Context: an optimization exercise on an open-source flow, tuned for small area. The choices shown serve that exercise and are no tape-out recipe. Function was checked by simulation only, so behaviour that the tests miss may differ from the original. Power figures rest on the tool's default switching activity, not on a simulated workload.

==> design/flow/design.v <==
`default_nettype none
package kuz_gf_pkg;
  localparam logic [8:0] KUZ_POLY = 9'h1C3;
  typedef logic [7:0] gf_byte_t;
  function automatic gf_byte_t gf_xtime(input gf_byte_t x, input logic [8:0] poly);
    logic [8:0] t;
    t = {x, 1'b0};
    if (t[8]) begin
      t = t ^ poly;
    end
    gf_xtime = t[7:0];
  endfunction
  function automatic gf_byte_t gf_mul(input gf_byte_t a, input gf_byte_t b,
                                      input logic [8:0] poly);
    logic [14:0] c;
    logic [7:0]  r;
    logic [7:0]  xk;
    c = 15'd0;
    for (int i = 0; i < 8; i++) begin
      for (int j = 0; j < 8; j++) begin
        c[i+j] = c[i+j] ^ (a[i] & b[j]);
      end
    end
    r  = c[7:0];
    xk = gf_xtime(8'h80, poly);    
    for (int k = 8; k < 15; k++) begin
      if (c[k]) begin
        r = r ^ xk;
      end
      xk = gf_xtime(xk, poly);
    end
    gf_mul = r;
  endfunction
endpackage
`default_nettype wire
`default_nettype none
module gf256_mul_lane
#(
  parameter logic [8:0] POLY = kuz_gf_pkg::KUZ_POLY
) (
  input  logic     clk,
  input  logic     i_en1,
  input  logic     i_en2,
  input  logic     i_en3,
  input  kuz_gf_pkg::gf_byte_t i_a,
  input  kuz_gf_pkg::gf_byte_t i_b,
  output kuz_gf_pkg::gf_byte_t o_p
);
  kuz_gf_pkg::gf_byte_t w_p0;
  kuz_gf_pkg::gf_byte_t r_p1;
  kuz_gf_pkg::gf_byte_t r_p2;
  kuz_gf_pkg::gf_byte_t r_p3;
  gf256_mul_core u_mul (
    .a (i_a),
    .b (i_b),
    .p (w_p0)
  );
  always_ff @(posedge clk) begin
    if (i_en1) begin
      r_p1 <= w_p0;
    end
    if (i_en2) begin
      r_p2 <= r_p1;
    end
    if (i_en3) begin
      r_p3 <= r_p2;
    end
  end
  assign o_p = r_p3;
endmodule
module gf256_mul_core (
  input  logic [7:0] a,
  input  logic [7:0] b,
  output logic [7:0] p
);
  logic ax_0, ax_1, ax_2, ax_3, bx_0, bx_1, bx_2, bx_3, m0, m1, m2, m3, m4, m5, m6, m7, m8, m9, m10, m11, m12, m13, m14, m15, m16, m17, m18, m19, m20, m21, m22, m23, m24, m25, m26, m27, m28, m29, m30, m31, m32, m33, m34, m35, m36, m37, m38, m39, m40, m41, m42, m43, m44, m45, m46, m47, s0, s1, s2, s3, s4, s5, s6, s7, s8, s9, s10, s11, s12, s13, s14, s15, s16, s17, s18, s19, s20, s21, s22, s23, s24, s25, s26, s27, s28, s29, s30, s31, s32, s33, s34, s35, s36, s37, s38, s39, s40, s41, s42, s43, s44, s45, s46, s47, s48, s49, s50, s51, s52, s53, s54, s55, s56, s57, s58;
  gf_xor2 u0 (.a(a[5]), .b(a[1]), .y(ax_0));
  gf_xor2 u1 (.a(a[6]), .b(a[2]), .y(ax_1));
  gf_xor2 u2 (.a(a[7]), .b(a[3]), .y(ax_2));
  gf_xor2 u3 (.a(a[4]), .b(a[0]), .y(ax_3));
  gf_xor2 u4 (.a(b[5]), .b(b[1]), .y(bx_0));
  gf_xor2 u5 (.a(b[6]), .b(b[2]), .y(bx_1));
  gf_xor2 u6 (.a(b[7]), .b(b[3]), .y(bx_2));
  gf_xor2 u7 (.a(b[4]), .b(b[0]), .y(bx_3));
  gf_nand2 u8 (.a(a[0]), .b(b[0]), .y(m0));
  gf_nand2 u9 (.a(a[0]), .b(b[1]), .y(m1));
  gf_nand2 u10 (.a(a[0]), .b(b[2]), .y(m2));
  gf_nand2 u11 (.a(a[0]), .b(b[3]), .y(m3));
  gf_nand2 u12 (.a(a[1]), .b(b[0]), .y(m4));
  gf_nand2 u13 (.a(a[1]), .b(b[1]), .y(m5));
  gf_nand2 u14 (.a(a[1]), .b(b[2]), .y(m6));
  gf_nand2 u15 (.a(a[1]), .b(b[3]), .y(m7));
  gf_nand2 u16 (.a(a[2]), .b(b[0]), .y(m8));
  gf_nand2 u17 (.a(a[2]), .b(b[1]), .y(m9));
  gf_nand2 u18 (.a(a[2]), .b(b[2]), .y(m10));
  gf_nand2 u19 (.a(a[2]), .b(b[3]), .y(m11));
  gf_nand2 u20 (.a(a[3]), .b(b[0]), .y(m12));
  gf_nand2 u21 (.a(a[3]), .b(b[1]), .y(m13));
  gf_nand2 u22 (.a(a[3]), .b(b[2]), .y(m14));
  gf_nand2 u23 (.a(a[3]), .b(b[3]), .y(m15));
  gf_nand2 u24 (.a(a[4]), .b(b[4]), .y(m16));
  gf_nand2 u25 (.a(a[4]), .b(b[5]), .y(m17));
  gf_nand2 u26 (.a(a[4]), .b(b[6]), .y(m18));
  gf_nand2 u27 (.a(a[4]), .b(b[7]), .y(m19));
  gf_nand2 u28 (.a(a[5]), .b(b[4]), .y(m20));
  gf_nand2 u29 (.a(a[5]), .b(b[5]), .y(m21));
  gf_nand2 u30 (.a(a[5]), .b(b[6]), .y(m22));
  gf_nand2 u31 (.a(a[5]), .b(b[7]), .y(m23));
  gf_nand2 u32 (.a(a[6]), .b(b[4]), .y(m24));
  gf_nand2 u33 (.a(a[6]), .b(b[5]), .y(m25));
  gf_nand2 u34 (.a(a[6]), .b(b[6]), .y(m26));
  gf_nand2 u35 (.a(a[6]), .b(b[7]), .y(m27));
  gf_nand2 u36 (.a(a[7]), .b(b[4]), .y(m28));
  gf_nand2 u37 (.a(a[7]), .b(b[5]), .y(m29));
  gf_nand2 u38 (.a(a[7]), .b(b[6]), .y(m30));
  gf_nand2 u39 (.a(a[7]), .b(b[7]), .y(m31));
  gf_nand2 u40 (.a(ax_3), .b(bx_3), .y(m32));
  gf_nand2 u41 (.a(ax_3), .b(bx_0), .y(m33));
  gf_nand2 u42 (.a(ax_3), .b(bx_1), .y(m34));
  gf_nand2 u43 (.a(ax_3), .b(bx_2), .y(m35));
  gf_nand2 u44 (.a(ax_0), .b(bx_3), .y(m36));
  gf_nand2 u45 (.a(ax_0), .b(bx_0), .y(m37));
  gf_nand2 u46 (.a(ax_0), .b(bx_1), .y(m38));
  gf_nand2 u47 (.a(ax_0), .b(bx_2), .y(m39));
  gf_nand2 u48 (.a(ax_1), .b(bx_3), .y(m40));
  gf_nand2 u49 (.a(ax_1), .b(bx_0), .y(m41));
  gf_nand2 u50 (.a(ax_1), .b(bx_1), .y(m42));
  gf_nand2 u51 (.a(ax_1), .b(bx_2), .y(m43));
  gf_nand2 u52 (.a(ax_2), .b(bx_3), .y(m44));
  gf_nand2 u53 (.a(ax_2), .b(bx_0), .y(m45));
  gf_nand2 u54 (.a(ax_2), .b(bx_1), .y(m46));
  gf_nand2 u55 (.a(ax_2), .b(bx_2), .y(m47));
  gf_xnor2 u56 (.a(m27), .b(m30), .y(s0));
  gf_xor2 u57 (.a(m17), .b(m31), .y(s1));
  gf_xnor2 u58 (.a(m10), .b(m13), .y(s2));
  gf_xor2 u59 (.a(m23), .b(m26), .y(s3));
  gf_xor2 u60 (.a(m19), .b(m28), .y(s4));
  gf_xor2 u61 (.a(m22), .b(m25), .y(s5));
  gf_xor2 u62 (.a(m16), .b(m7), .y(s6));
  gf_xor2 u63 (.a(m29), .b(s3), .y(s7));
  gf_xor2 u64 (.a(s4), .b(s5), .y(s8));
  gf_xor2 u65 (.a(s2), .b(s6), .y(s9));
  gf_xor2 u66 (.a(m15), .b(m24), .y(s10));
  gf_xor2 u67 (.a(m39), .b(m42), .y(s11));
  gf_xor2 u68 (.a(m14), .b(m20), .y(s12));
  gf_xor2 u69 (.a(m18), .b(m21), .y(s13));
  gf_xor2 u70 (.a(m45), .b(s11), .y(s14));
  gf_xor2 u71 (.a(m11), .b(s12), .y(s15));
  gf_xor2 u72 (.a(s10), .b(s13), .y(s16));
  gf_xor2 u73 (.a(s0), .b(s7), .y(s17));
  gf_xor2 u74 (.a(s1), .b(s15), .y(s18));
  gf_xnor2 u75 (.a(s8), .b(s9), .y(s19));
  gf_xor2 u76 (.a(m43), .b(m46), .y(s20));
  gf_xor2 u77 (.a(m47), .b(s16), .y(s21));
  gf_xor2 u78 (.a(m3), .b(m9), .y(s22));
  gf_xor2 u79 (.a(s14), .b(s19), .y(s23));
  gf_xor2 u80 (.a(s18), .b(s20), .y(s24));
  gf_xor2 u81 (.a(s17), .b(s21), .y(s25));
  gf_xor2 u82 (.a(m12), .b(m31), .y(s26));
  gf_xor2 u83 (.a(m1), .b(m4), .y(s27));
  gf_xor2 u84 (.a(m5), .b(m8), .y(s28));
  gf_xor2 u85 (.a(m6), .b(s26), .y(s29));
  gf_xor2 u86 (.a(m0), .b(s0), .y(s30));
  gf_xor2 u87 (.a(m2), .b(s28), .y(s31));
  gf_xor2 u88 (.a(s22), .b(s29), .y(s32));
  gf_xor2 u89 (.a(s25), .b(s32), .y(s33));
  gf_xor2 u90 (.a(s24), .b(s31), .y(s34));
  gf_xor2 u91 (.a(s30), .b(s24), .y(s35));
  gf_xor2 u92 (.a(s23), .b(s35), .y(s36));
  gf_xor2 u93 (.a(s27), .b(s25), .y(s37));
  gf_xor2 u94 (.a(s23), .b(s37), .y(s38));
  gf_xor2 u95 (.a(s8), .b(s17), .y(s39));
  gf_xor2 u96 (.a(s39), .b(s34), .y(s40));
  gf_xor2 u97 (.a(m32), .b(m31), .y(s41));
  gf_xor2 u98 (.a(s41), .b(s30), .y(s42));
  gf_xor2 u99 (.a(s19), .b(s42), .y(s43));
  gf_xor2 u100 (.a(m33), .b(m36), .y(s44));
  gf_xor2 u101 (.a(s27), .b(s44), .y(s45));
  gf_xor2 u102 (.a(s45), .b(s7), .y(s46));
  gf_xor2 u103 (.a(s46), .b(s18), .y(s47));
  gf_xor2 u104 (.a(m34), .b(m37), .y(s48));
  gf_xor2 u105 (.a(m40), .b(s48), .y(s49));
  gf_xor2 u106 (.a(s49), .b(s16), .y(s50));
  gf_xor2 u107 (.a(s50), .b(s23), .y(s51));
  gf_xor2 u108 (.a(s34), .b(s51), .y(s52));
  gf_xor2 u109 (.a(m38), .b(m41), .y(s53));
  gf_xor2 u110 (.a(m35), .b(m44), .y(s54));
  gf_xor2 u111 (.a(s53), .b(s54), .y(s55));
  gf_xor2 u112 (.a(s55), .b(s9), .y(s56));
  gf_xor2 u113 (.a(s14), .b(s56), .y(s57));
  gf_xor2 u114 (.a(s57), .b(s33), .y(s58));
  assign p[0] = s36;
  assign p[1] = s38;
  assign p[2] = s40;
  assign p[3] = s33;
  assign p[4] = s43;
  assign p[5] = s47;
  assign p[6] = s52;
  assign p[7] = s58;
endmodule
module gf_xor2 (input logic a, input logic b, output logic y);
  assign y = a ^ b;
endmodule
module gf_xnor2 (input logic a, input logic b, output logic y);
  assign y = ~(a ^ b);
endmodule
module gf_nand2 (input logic a, input logic b, output logic y);
  assign y = ~(a & b);
endmodule
module gf_inv1 (input logic a, output logic y);
  assign y = ~a;
endmodule
`default_nettype wire
`default_nettype none
module gf256_mul_pipe
#(
  parameter int         LANES = 16,
  parameter logic [8:0] POLY  = kuz_gf_pkg::KUZ_POLY
) (
  input  logic               clk,
  input  logic               rst,
  input  logic               in_valid,
  output logic               in_ready,
  input  logic [8*LANES-1:0] in_a,
  input  logic [8*LANES-1:0] in_b,
  output logic               out_valid,
  input  logic               out_ready,
  output logic [8*LANES-1:0] out_p
);
  logic r_v1;
  logic r_v2;
  logic r_v3;
  logic w_ld1;
  logic w_ld2;
  logic w_ld3;
  logic w_en1;
  logic w_en2;
  logic w_en3;
  logic [8*LANES-1:0] w_p3;
  assign w_ld3 = !r_v3 || out_ready;
  assign w_ld2    = !r_v2 || w_ld3;
  assign w_ld1    = !r_v1 || w_ld2;
  assign in_ready = w_ld1;
  assign w_en1 = w_ld1 && in_valid;
  assign w_en2 = w_ld2 && r_v1;
  assign w_en3 = w_ld3 && r_v2;
  always_ff @(posedge clk or posedge rst) begin
    if (rst) begin
      r_v1 <= 1'b0;
      r_v2 <= 1'b0;
      r_v3 <= 1'b0;
    end else begin
      if (w_ld1) begin
        r_v1 <= in_valid;
      end
      if (w_ld2) begin
        r_v2 <= r_v1;
      end
      if (w_ld3) begin
        r_v3 <= r_v2;
      end
    end
  end
  genvar gi;
  generate
    for (gi = 0; gi < LANES; gi++) begin : g_lane
      gf256_mul_lane #(
        .POLY (POLY)
      ) u_lane (
        .clk   (clk),
        .i_en1 (w_en1),
        .i_en2 (w_en2),
        .i_en3 (w_en3),
        .i_a   (in_a[8*gi +: 8]),
        .i_b   (in_b[8*gi +: 8]),
        .o_p   (w_p3[8*gi +: 8])
      );
    end : g_lane
  endgenerate
  assign out_valid = r_v3;
  assign out_p     = w_p3;
endmodule
`default_nettype wire
==> design/flow/flow/run.sh <==
#!/bin/bash
# Standard ORFS layout with three changes to how it is built:
#  - the port buffers use the smallest buffer cell (sky130_fd_sc_hd__buf_1)
#    instead of the delay buffer buffer_ports picks by default;
#  - the buffers ABC adds during synthesis are removed at floorplan;
#  - CTS inserts no dummy loads (clock buffers come from CTS_BUF_LIST).
set -euo pipefail
export BUFFER_PORTS_ARGS="-buffer_cell sky130_fd_sc_hd__buf_1"
export REMOVE_ABC_BUFFERS=1
export CTS_ARGS="-sink_clustering_enable -repair_clock_nets -buf_list {sky130_fd_sc_hd__clkbuf_4 sky130_fd_sc_hd__clkbuf_8} -sink_clustering_size 16 -sink_clustering_max_diameter 50 -dont_use_dummy_load"
bash standard.sh "BUFFER_PORTS_ARGS=$BUFFER_PORTS_ARGS" "REMOVE_ABC_BUFFERS=$REMOVE_ABC_BUFFERS" "CTS_ARGS=$CTS_ARGS" finish > make_finish.log 2>&1
==> design/flow/standard.sh <==
#!/bin/bash
# synth_recipe.tcl (not shown) runs the flow's synth.tcl, then flattens the netlist and writes it again
# the make line also repeats each setting of config.mk as NAME=value (left out here)
make -C /OpenROAD-flow-scripts/flow DESIGN_CONFIG=/design/flow/config.mk WORK_HOME=/design/flow/orfs CLKGATE_MAP_FILE= SYNTH_SCRIPT=/design/flow/synth_recipe.tcl "${@:-finish}"
==> design/flow/config.mk <==
export PLATFORM = sky130hd
export DESIGN_NAME = gf256_mul_pipe
export DESIGN_NICKNAME = gf256_mul_pipe
export VERILOG_FILES = /design/flow/design.v
export SDC_FILE = /design/flow/constraint.sdc
export NUM_CORES = 4
export LEC_CHECK = 0
export CAP_MARGIN = 20
export CELL_PAD_IN_SITES_DETAIL_PLACEMENT = 0
export CELL_PAD_IN_SITES_GLOBAL_PLACEMENT = 0
export CORE_MARGIN = 2
export CORE_UTILIZATION = 55
export CTS_BUF_LIST = sky130_fd_sc_hd__clkbuf_4
export GPL_TIMING_DRIVEN = 0
export PLACE_DENSITY = 0.65
export SLEW_MARGIN = 20
export SYNTH_HIERARCHICAL = 1
export SYNTH_MINIMUM_KEEP_SIZE = 0
==> design/flow/constraint.sdc <==
create_clock -name core_clock -period 4.0 [get_ports {clk}]
set_input_delay 0.8000 -clock core_clock [delete_from_list [all_inputs] [get_ports {clk}]]
set_output_delay 0.8000 -clock core_clock [all_outputs]
set_load 0.01 [all_outputs]
==> qor.yml, run 1 <==
cp_max_fo: 5
drt_iter0_drc: 964
synth_seq_area_share_pct: 46.6
fmax_mhz: 411
rsz0062_at_grt: "no"
dieArea_mm2: 0.0470
multi_input_area_mm2: 0.0124
p_leak_nw: 10.4
die_h_um: 217
fin_area_mm2: 0.0270
cts_tree: "done"
ant_nets: 0
start_util_pct: 56.0
dr.pass1.iters: 5
synth_warnings: 8
cts_root_buf: "clkbuf_8"
die_w_um: 217
critPathKind: "primary input to flip-flop"
r2r_end: "g_lane[14].u_lane.r_p1[0]$_DFFE_PP_"
endpoint_kind: "flip-flop"
finalPower_mw: 13.5
pwr_density_cell_mw_per_mm2: 501
hold_viol: 0
io_buffers: 389
std_cell_rows: 77
r2r_slack_ps: 1850
routabilityCongestion: 0.934
syn_to_final_growth_pct: 8.30
synth_cells: 2365
setup_viol: 0
required_ps: 4230
worst_pin_slew_ps: 598
postCtsSetupRepairBufs: 0
grt_pass1_wl_um: 78700
max-clock-path-buffers: 3
slew_headroom_pct: 60.1
antenna_found_initial: 14
worstSkewPairLatency_ps: 570
ff_latch_area_mm2: 0.0116
ios: 390
vias: 16080
clock-sinks: 387
synth.cell_area_mm2: 0.0249
worstSetupStartpointType: "primary input"
avgSynthCellArea_um2: 10.5
worstPathArrival_ps: 2670
fillers: 3823
maxCapViolations: 0
layout.nets: 2935
grt_overflow: 0
cts_resized: 0
fin_crit_sh_pct: 60.8
cts_buffers: 37
drc: 0
layout-drive-gt1-share_pct: 1.95
routedWlPerCell_um: 15.1
place_area_mm2: 0.0264
grt_use_total_pct: 20.7
r2r_start: "r_v2$_DFFE_PP0P_"
grt_start_max_net_pins: 50
via_per_inst: 4.91
core_area_mm2: 0.0445
hold_ws_ps: 57.7
dp_hpwl_um: 40100
yosysUniqueCellTypes: 14
drt-total-wl_um: 49400
first_global_vias: 15694
slew_viol_final: 0
path_clk_slew_ps: 90
holdBufCountCts: 0
yosys_register_bits: 387
hold_path_class: "primary input to asynchronous set/reset pin"
clock_skew_ps: 87.3
ff2ff_path_depth: 4
cts_max_level: 2
vdd_ir_drop_max_mv: 0.261
status: "timing/DRC/antenna clean"
period_needed_ps: 2430
-- worst max-delay path by stage --
stage	start	to	slack (ps)
after floorplan	out_ready	g_lane[0].u_lane.r_p2[0]$_DFFE_PP_	-6900
after global placement	out_ready	g_lane[14].u_lane.r_p2[5]$_DFFE_PP_	-11610
after detailed placement	in_b[110]	g_lane[13].u_lane.r_p1[6]$_DFFE_PP_	1040
after CTS	in_b[7]	g_lane[0].u_lane.r_p1[6]$_DFFE_PP_	1610
after global routing	in_b[7]	g_lane[0].u_lane.r_p1[6]$_DFFE_PP_	1430
final	in_b[6]	g_lane[0].u_lane.r_p1[6]$_DFFE_PP_	1570
-- cells in the final DEF (no fill, tap or decap), drive strengths merged, types with 2 or more instances in the layout --
master,count
and2,2
nand2,768
buf,399
clkbuf,37
xor2,1024
nand2b,3
edfxtp,384
dfrtp,3
xnor2,48
diode,11
-- registers in the layout, indices dropped and copies added (netlist names) --
signal,flops
g_lane.u_lane.r_p1,128
g_lane.u_lane.r_p2,128
g_lane.u_lane.r_p3,128
r_v1,1
r_v2,1
r_v3,1
-- cells in the mapped netlist (all sizes together) --
cell type	number	area, µm²
a21boi	1	7.51
a21o	1	8.76
and2	2	13.8
buf	128	961
dfrtp	3	75.1
edfxtp	384	11500
inv	1	3.75
nand2	768	2880
nand2b	3	18.8
nand4b	1	15.0
nor2b	1	6.26
xnor2	48	420
xor2	1024	8970
-- kinds of logic (layout without fill, tap and decap cells) --
family | count (synthesis) | in the layout | share of synthesized area [%]
AND/OR/NAND/NOR | 775 | 775 | 11.8
other | 0 | 11 | 0
XOR/XNOR | 1072 | 1072 | 37.7
flip-flops | 387 | 387 | 46.6
AO/OA/AOI/OAI | 2 | 2 | 0.0653
buffers and inverters | 129 | 437 | 3.87
-- routing by layer --
| metal | routed length (µm) | up-vias | track usage (%) |
|---|---|---|---|
| li1 | - | 8007 | - |
| met4 | 1590 | 8 | 7.60 |
| met3 | 3950 | 100 | 6.04 |
| met5 | 45 | - | 0 |
| met2 | 24000 | 424 | 35.5 |
| met1 | 19800 | 7541 | 24.7 |
-- final cells by class --
class,count,share of cell area [%]
clock buffer,37,1.89
multi-input combinational,1849,45.8
inverter,1,0.0139
timing repair buffer,399,6.43
antenna,11,0.102
tap,592,2.75
sequential,387,43.0
-- per-stage QoR --
step / TNS, ps / std cells / util [%] / setup WS (ps)
6_report: 0 / 3276 / 60.6 / 1570
5_1_grt: 0 / 3273 / 60.6 / 1430
4_1_cts: 0 / 3265 / 60.6 / 1610
3_5_place_dp: 0 / 3228 / 59.4 / 1040
3_3_place_gp: -1738320 / 3218 / 58.8 / -11610
2_1_floorplan: -940020 / 2237 / - / -6900
-- worst max-delay path: stages --
cell	delay [ps]
buf_1	250
xor2_1	370
nand2_1	110
xor2_1	190
xor2_1	290
xor2_1	340
xor2_1	130
xor2_1	180
-- Yosys stat by module, one instance, submodules excluded, excerpt --
| module | cell area [µm²] | flip-flops and latches |
|---|---|---|
| gf256_mul_pipe | 149 | 3 |
| gf256_mul_core | 60.1 | 0 |
| gf_xnor2 | 8.76 | 0 |
| gf_xor2 | 8.76 | 0 |
| gf_nand2 | 3.75 | 0 |
-- power by group --
part / total, mW / internal, mW / switching (mW)
clock: 1.97 / 0.824 / 1.15
sequential: 6.74 / 6.45 / 0.290
combinational: 4.81 / 1.88 / 2.92
==> inputs of run 2 (changes only) <==
--- a/design/flow/flow/run.sh
+++ b/design/flow/flow/run.sh
@@ -7,5 +7,5 @@
 set -euo pipefail
 export BUFFER_PORTS_ARGS="-buffer_cell sky130_fd_sc_hd__buf_1"
 export REMOVE_ABC_BUFFERS=1
-export CTS_ARGS="-sink_clustering_enable -repair_clock_nets -buf_list {sky130_fd_sc_hd__clkbuf_4 sky130_fd_sc_hd__clkbuf_8} -sink_clustering_size 16 -sink_clustering_max_diameter 50 -dont_use_dummy_load"
+export CTS_ARGS="-sink_clustering_enable -repair_clock_nets -buf_list sky130_fd_sc_hd__clkbuf_4 -sink_clustering_size 10 -sink_clustering_max_diameter 40 -dont_use_dummy_load"
 bash standard.sh "BUFFER_PORTS_ARGS=$BUFFER_PORTS_ARGS" "REMOVE_ABC_BUFFERS=$REMOVE_ABC_BUFFERS" "CTS_ARGS=$CTS_ARGS" finish > make_finish.log 2>&1
==> qor.yml, run 2 <==
place_area_mm2: 0.0264  # unchanged
final_cell_mix: "1024 x xor2_1, 768 x nand2_1, 389 x buf_1"
min_delay_path_depth: 2
vdd_ir_drop_max_mv: 0.237  # -9.0%
synth_cells: 2365  # unchanged
fmax_mhz: 422  # +2.6%
yosys-top-cells-area: "edfxtp_1 46%, xor2_1 36%, nand2_1 12%"
yosys_register_bits: 387  # unchanged
clock_skew_ps: 85.2  # -2.05 ps
yosysUniqueCellTypes: 14  # unchanged
hold_end: "r_v1$_DFFE_PP0P_"
synth_warnings: 8  # unchanged
drc: 0  # unchanged
period_needed_ps: 2370  # -61.6 ps
avgSynthCellArea_um2: 10.5  # unchanged
cp_max_fo: 5  # unchanged
synth_top_area_share_pct: 46.3  # unchanged
rsz0062_at_grt: "no"
hold_path_class: "primary input to flip-flop"
status: "timing/DRC/antenna clean"
slew_viol_final: 0  # unchanged
layout-drive-gt1-share_pct: 2.60  # +0.65 points
seq_power_share_pct: 50.5  # +0.7 points
cts_root_buf: "clkbuf_4"
switching_share_pct: 32.9  # +0.61 points
fin_setup_tns_ps: 0  # unchanged
cts_resized: 0  # unchanged
die_w_um: 217  # unchanged
ant_nets: 0  # unchanged
grt_pass1_wl_um: 79200  # +0.63%
drt-total-wl_um: 49700  # +0.67%
endpoint_kind: "output port"
worstSetupStartpointType: "flip-flop"
r2r_start: "r_v2$_DFFE_PP0P_"
die_h_um: 217  # unchanged
critPathKind: "flip-flop to output port"
fin_crit_sh_pct: 59.3  # -1.5 points
grt_use_total_pct: 20.9  # +0.23 points
grt_overflow: 0  # unchanged
hp-start: "in_valid"
clock-sinks: 387  # unchanged
setup_viol: 0  # unchanged
final_common_cell: "xor2_1"
worstSkewPairLatency_ps: 770  # +200 ps
first_global_vias: 15855  # +1.0%
via_per_inst: 4.91  # about the same
hold_viol: 0  # unchanged
max-clock-path-buffers: 3  # unchanged
pwr_density_cell_mw_per_mm2: 496  # -1.0%
switching_power_mw: 4.39  # +0.58%
cts_buffers: 55  # +49%
r2r_slack_ps: 1850  # about the same
antenna_found_initial: 17  # +3
r2r_end: "g_lane[14].u_lane.r_p1[5]$_DFFE_PP_"
cts_tree: "done"
layout.nets: 2954  # +0.65%
synth.most_common_cell: "xor2_1"
dr.pass1.iters: 5  # unchanged
required_ps: 3200  # -1030 ps
vias: 16182  # +0.63%
start_util_pct: 56.0  # unchanged
worstPathArrival_ps: 1570  # -1100 ps
reg_top3: "g_lane.u_lane.r_p1 x128, g_lane.u_lane.r_p2 x128, g_lane.u_lane.r_p3 x128"
std_cell_rows: 77  # unchanged
synth_flop_cell: "edfxtp_1"
routabilityCongestion: 0.934  # unchanged
drt_iter0_drc: 902  # -6.4%
routedWlPerCell_um: 15.1  # about the same
dp_hpwl_um: 40100  # unchanged
synth-edff-count: 384  # unchanged
path_clk_slew_ps: 90  # about the same
power.internal_mw: 8.95  # -2.2%
async_reset_ff_share_pct: 0.775  # unchanged
io_buffers: 389  # unchanged
hold_ws_ps: 285  # +228 ps
worst_pin_slew_ps: 603  # +5.35 ps
p_leak_nw: 10.4  # about the same
synth_seq_area_share_pct: 46.6  # unchanged
ff2ff_path_depth: 4  # unchanged
combPwrFrac_pct: 36.1  # +0.5 points
fin_area_mm2: 0.0269  # -0.28%
cts_max_level: 2  # unchanged
synth_top_area_cell: "edfxtp_1"
slew_headroom_pct: 59.7  # -0.36 points
syn_to_final_growth_pct: 7.99
maxCapViolations: 0  # unchanged
ios: 390  # unchanged
clkPwrFrac_pct: 13.5  # -1.1 points
synth.cell_area_mm2: 0.0249  # unchanged
synth_common_cells: "1024 x xor2_1, 768 x nand2_1, 384 x edfxtp_1"
core_area_mm2: 0.0445  # unchanged
grt_start_max_net_pins: 50  # unchanged
dieArea_mm2: 0.0470  # unchanged
## run 2: cell counts after synthesis
Identical to the previous run, type by type.
## run 2: logic make-up (layout without fill, tap and decap cells)
group	Yosys count	in the layout	synth area share, %
flops	387	387	46.6
compound gates	2	2	0.0653
other cells	0	15	0
buf+inv	129	456	3.87
xor+xnor	1072	1072	37.7
simple gates	775	775	11.8
## run 2: metal layers
metal / global-route usage (%) / part of all wire, % / routed length (µm)
met4: 8.01 / 3.3 / 1630
met5: 0 / 0.13 / 64
met1: 24.8 / 40 / 20100
met3: 6.64 / 7.7 / 3850
met2: 35.5 / 48 / 24100
## run 2: worst max-delay path, cell delays in order, from the launching register on
cell and delay [ps]:
dfrtp_1 470, nand4b_2 170, buf_1 160
## run 2: power groups by stage
stage	Clock, mW	Combinational (mW)	Sequential, mW
finish	1.80	4.81	6.73
global route	2.07	5.39	6.85
CTS	1.93	4.87	6.75
detailed placement	0	4.85	6.85
global placement	0	4.68	6.88
floorplan	0	3.56	6.91
## run 2: worst max-delay path by stage
stage	from	to	slack, ps	depth (start not counted)
global route	r_v2$_DFFE_PP0P_	in_ready	1500	2
detailed placement	in_b[110]	g_lane[13].u_lane.r_p1[6]$_DFFE_PP_	1040	8
global placement	out_ready	g_lane[14].u_lane.r_p2[5]$_DFFE_PP_	-11610	3
finish	r_v2$_DFFE_PP0P_	in_ready	1630	2
floorplan	out_ready	g_lane[0].u_lane.r_p2[0]$_DFFE_PP_	-6900	2
CTS	r_v2$_DFFE_PP0P_	in_ready	1520	2
## run 2: area by class of cell
class                   count  area, µm²
multi-input cells        1849      12400
diodes                     15       37.5
inverters                   1       3.75
well taps                 592        741
clock buffers              55        413
fillers                  3835      17600
repair buffers            400       1750
flip-flops and latches    387      11600
## run 2: timing repair
action / CTS / global route
buffers inserted: 0 / 0
hold buffers: 1 / 0
hold endpoints to repair: 3 / 0
## run 2: through the flow
stage	utilization [%]	total power [mW]	std cells	setup WS, ps
floorplan	-	10.5	2237	-6900
global placement	58.8	11.6	3218	-11610
detailed placement	59.4	11.7	3228	1040
CTS	60.4	13.6	3284	1520
global route	60.4	14.3	3294	1500
finish	60.4	13.3	3299	1630
## run 2: per-module statistics from Yosys, one instance, submodules excluded, a selection
module          cells  copies in the design  flip-flops and latches  cell area, µm²
gf256_mul_core      8                    16                       0            60.1
gf_nand2            1                   768                       0            3.75
gf_xnor2            1                    48                       0            8.76
gf_xor2             1                  1024                       0            8.76
gf256_mul_pipe     13                     1                       3             149
==> inputs of run 3 (changes only) <==
--- a/design/flow/flow/run.sh
+++ b/design/flow/flow/run.sh
@@ -7,5 +7,5 @@
 set -euo pipefail
 export BUFFER_PORTS_ARGS="-buffer_cell sky130_fd_sc_hd__buf_1"
 export REMOVE_ABC_BUFFERS=1
-export CTS_ARGS="-sink_clustering_enable -repair_clock_nets -buf_list sky130_fd_sc_hd__clkbuf_4 -sink_clustering_size 10 -sink_clustering_max_diameter 40 -dont_use_dummy_load"
+export CTS_ARGS="-sink_clustering_enable -repair_clock_nets -buf_list sky130_fd_sc_hd__clkbuf_4 -dont_use_dummy_load"
 bash standard.sh "BUFFER_PORTS_ARGS=$BUFFER_PORTS_ARGS" "REMOVE_ABC_BUFFERS=$REMOVE_ABC_BUFFERS" "CTS_ARGS=$CTS_ARGS" finish > make_finish.log 2>&1
==> qor.yml, run 3 <==
grt_start_max_net_pins: 50  # unchanged
dieArea_mm2: 0.0470  # unchanged
ios: 390  # unchanged
synth.cell_area_mm2: 0.0249  # unchanged
synth.most_common_cell: "xor2_1"
dr.pass1.iters: 5  # unchanged
synth_compound_area_share_pct: 0.0653  # unchanged
combPwrFrac_pct: 34.5  # -1.6 points
std_cell_rows: 77  # unchanged
die_h_um: 217  # unchanged
switching_share_pct: 32.3  # -0.55 points
fin_crit_sh_pct: 58.3  # -1.0 points
r2r_slack_ps: 1870  # +20 ps
path_clk_slew_ps: 60  # -30 ps
synth_top_family_by_area: "XOR/XNOR gates"
synth_top_area_share_pct: 46.3  # unchanged
worstPathArrival_ps: 1530  # -40 ps
required_ps: 3200  # about the same
grt.met2_usage_pct: 35.7  # +0.17 points
hold_ws_ps: 313  # +27.5 ps
drc: 0  # unchanged
r2r_start: "r_v2$_DFFE_PP0P_"
routabilityCongestion: 0.934  # unchanged
synth-xor-area-share_pct: 37.7  # unchanged
final_cell_mix: "1024 x xor2_1, 768 x nand2_1, 389 x buf_1"
period_needed_ps: 2330  # -40.7 ps
synth_common_cells: "1024 x xor2_1, 768 x nand2_1, 384 x edfxtp_1"
maxCapViolations: 0  # unchanged
drt_iter0_drc: 826  # -8.4%
clock-sinks: 387  # unchanged
synth_cells: 2365  # unchanged
top_usage_layer: "met2"
grt_use_total_pct: 21.3  # +0.34 points
ant_nets: 0  # unchanged
grt_util_met3_pct: 6.72  # +0.084 points
max-clock-path-buffers: 3  # unchanged
synth_simple_gate_area_share_pct: 11.8  # unchanged
p_leak_nw: 10.6  # +1.8%
drt-total-wl_um: 50000  # +0.58%
synth_top_area_cell: "edfxtp_1"
reg_top3: "g_lane.u_lane.r_p1 x128, g_lane.u_lane.r_p2 x128, g_lane.u_lane.r_p3 x128"
critPathKind: "flip-flop to output port"
via_per_inst: 4.90  # about the same
worstSetupStartpointType: "flip-flop"
slew_headroom_pct: 59.3  # -0.40 points
vias: 16362  # +1.1%
power.internal_mw: 9.43  # +5.3%
layout.nets: 2995  # +1.4%
antenna_found_initial: 16  # -1
worst_pin_slew_ps: 609  # +5.95 ps
async_reset_ff_share_pct: 0.775  # unchanged
synth_seq_area_share_pct: 46.6  # unchanged
syn_to_final_growth_pct: 9.20
routedWlPerCell_um: 15.0  # -0.57%
hold_viol: 0  # unchanged
muxShareOfSynthArea_pct: 0  # unchanged
status: "timing/DRC/antenna clean"
hp-start: "in_valid"
start_util_pct: 56.0  # unchanged
fin_setup_tns_ps: 0  # unchanged
layout-drive-gt1-share_pct: 4.06  # +1.5 points
endpoint_kind: "output port"
cp_max_fo: 5  # unchanged
cts_resized: 0  # unchanged
slew_viol_final: 0  # unchanged
die_w_um: 217  # unchanged
switching_power_mw: 4.51  # +2.7%
final_common_cell: "xor2_1"
synth_warnings: 8  # unchanged
clkPwrFrac_pct: 17.0  # +3.5 points
pwr_density_cell_mw_per_mm2: 512  # +3.3%
cts_max_level: 3  # +1
cts_buffers: 96  # +75%
vdd_ir_drop_max_mv: 0.221  # -6.9%
core_area_mm2: 0.0445  # unchanged
hold_end: "r_v1$_DFFE_PP0P_"
synth_flop_cell: "edfxtp_1"
min_delay_path_depth: 2  # unchanged
ff2ff_path_depth: 4  # unchanged
avgSynthCellArea_um2: 10.5  # unchanged
r2r_end: "g_lane[1].u_lane.r_p1[6]$_DFFE_PP_"
rsz0062_at_grt: "no"
seq_power_share_pct: 48.4  # -2.1 points
cts_tree: "done"
yosys-top-cells-area: "edfxtp_1 46%, xor2_1 36%, nand2_1 12%"
cts_root_buf: "clkbuf_4"
first_global_vias: 16210  # +2.2%
setup_viol: 0  # unchanged
dp_hpwl_um: 40100  # unchanged
grt_pass1_wl_um: 80000  # +0.97%
fmax_mhz: 429  # +1.7%
use_met1_pct: 24.7  # -0.13 points
worstSkewPairLatency_ps: 760  # about the same
hold_path_class: "primary input to flip-flop"
yosysUniqueCellTypes: 14  # unchanged
yosys_register_bits: 387  # unchanged
synth-edff-count: 384  # unchanged
grt_overflow: 0  # unchanged
synthAdderAreaFrac_pct: 0  # unchanged
io_buffers: 389  # unchanged
clock_skew_ps: 43.8  # -41.4 ps
[run 3: cell counts after synthesis]
No cell type changed its count.
[run 3: worst max-delay path by stage]
stage / to / slack [ps] / from
6_report: in_ready / 1670 / r_v2$_DFFE_PP0P_
5_1_grt: in_ready / 1550 / r_v2$_DFFE_PP0P_
4_1_cts: in_ready / 1560 / r_v2$_DFFE_PP0P_
3_5_place_dp: g_lane[13].u_lane.r_p1[6]$_DFFE_PP_ / 1040 / in_b[110]
3_3_place_gp: g_lane[14].u_lane.r_p2[5]$_DFFE_PP_ / -11610 / out_ready
2_1_floorplan: g_lane[0].u_lane.r_p2[0]$_DFFE_PP_ / -6900 / out_ready
[run 3: cell families after synthesis]
group / after synthesis
flip-flops: 387
AO/OA/AOI/OAI: 2
XOR/XNOR: 1072
AND/OR/NAND/NOR: 775
buffers and inverters: 129
[run 3: metal layers]
metal  share of wire [%]  wire length, µm  up-vias
met3                 7.9             3960      102
met4                 3.2             1580        8
met2                  49            24400      441
li1                    -                -     8185
met5               0.094               47        -
met1                  40            20000     7626
[run 3: per-stage QoR]
step / utilization, % / area, µm² / power (mW) / cells / worst slack, ps
global placement: 58.8 / 26200 / 11.6 / 3218 / -11610
floorplan: - / 24000 / 10.5 / 2237 / -6900
global route: 61.1 / 27200 / 15.0 / 3335 / 1550
detailed placement: 59.4 / 26400 / 11.7 / 3228 / 1040
finish: 61.1 / 27200 / 13.9 / 3337 / 1670
CTS: 61.1 / 27200 / 14.2 / 3325 / 1560
[run 3: area by class of cell]
| cell class | instances | area (µm²) |
|---|---|---|
| inverter | 1 | 3.75 |
| clock buffer | 96 | 721 |
| antenna | 12 | 30.0 |
| tap | 592 | 741 |
| sequential | 387 | 11600 |
| fill | 3839 | 17300 |
| multi-input combinational | 1849 | 12400 |
| timing repair buffer | 400 | 1750 |
[run 3: timing repair]
action                    CTS  global route
setup buffers               0             0
hold buffers                1             0
hold endpoints to repair    3             0
[run 3: worst max-delay path: stages (launching register included)]
cell and delay (ps):
dfrtp_1 460, nand4b_2 170, buf_1 160
[run 3: modules after synthesis, one instance, submodules excluded, excerpt]
module	cell area (µm²)	flip-flops and latches	copies in the design
gf_xor2	8.76	0	1024
gf256_mul_pipe	149	3	1
gf_nand2	3.75	0	768
gf_xnor2	8.76	0	48
gf256_mul_core	60.1	0	16
[run 3: power groups by stage]
stage	Combinational (mW)	Clock, mW	Sequential [mW]
floorplan	3.56	0	6.91
global placement	4.68	0	6.88
detailed placement	4.85	0	6.85
CTS	4.87	2.53	6.77
global route	5.39	2.71	6.86
finish	4.81	2.37	6.75

## re-timing with driven ports
The results above use ideal ports. As a check the final layouts listed here were re-extracted and re-timed, cells and wires unchanged. Step 1 assumes that a clkbuf_16 drives the clock port and a buf_2 every other input. Step 2 also shifts input and output timing later by t, the mid clock arrival at the registers, as if the neighbouring blocks saw the same clock. Three values: no drivers, after step 1, after step 2; two values: the first two.
run | t, ns | setup slack, ns | worst hold slack (ns) | clock arrival spread, ns | cell pins on the clock port's net
run 1 | 0.584 | 1.567 / 1.586 / 1.002 | 0.058 / 0.027 / 0.328 | 0.104 / 0.104 | 1
run 2 | 0.794 | 1.629 / 1.578 / 0.948 | 0.285 / 0.262 / 0.337 | 0.119 / 0.119 | 1
run 3 | 0.787 | 1.670 / 1.620 / 1.008 | 0.313 / 0.290 / 0.372 | 0.073 / 0.073 | 1
After both steps every run listed still meets setup and hold. The setup slack of run 2, which loses most, moves by -0.051 ns with the drivers and by -0.681 ns with both steps.
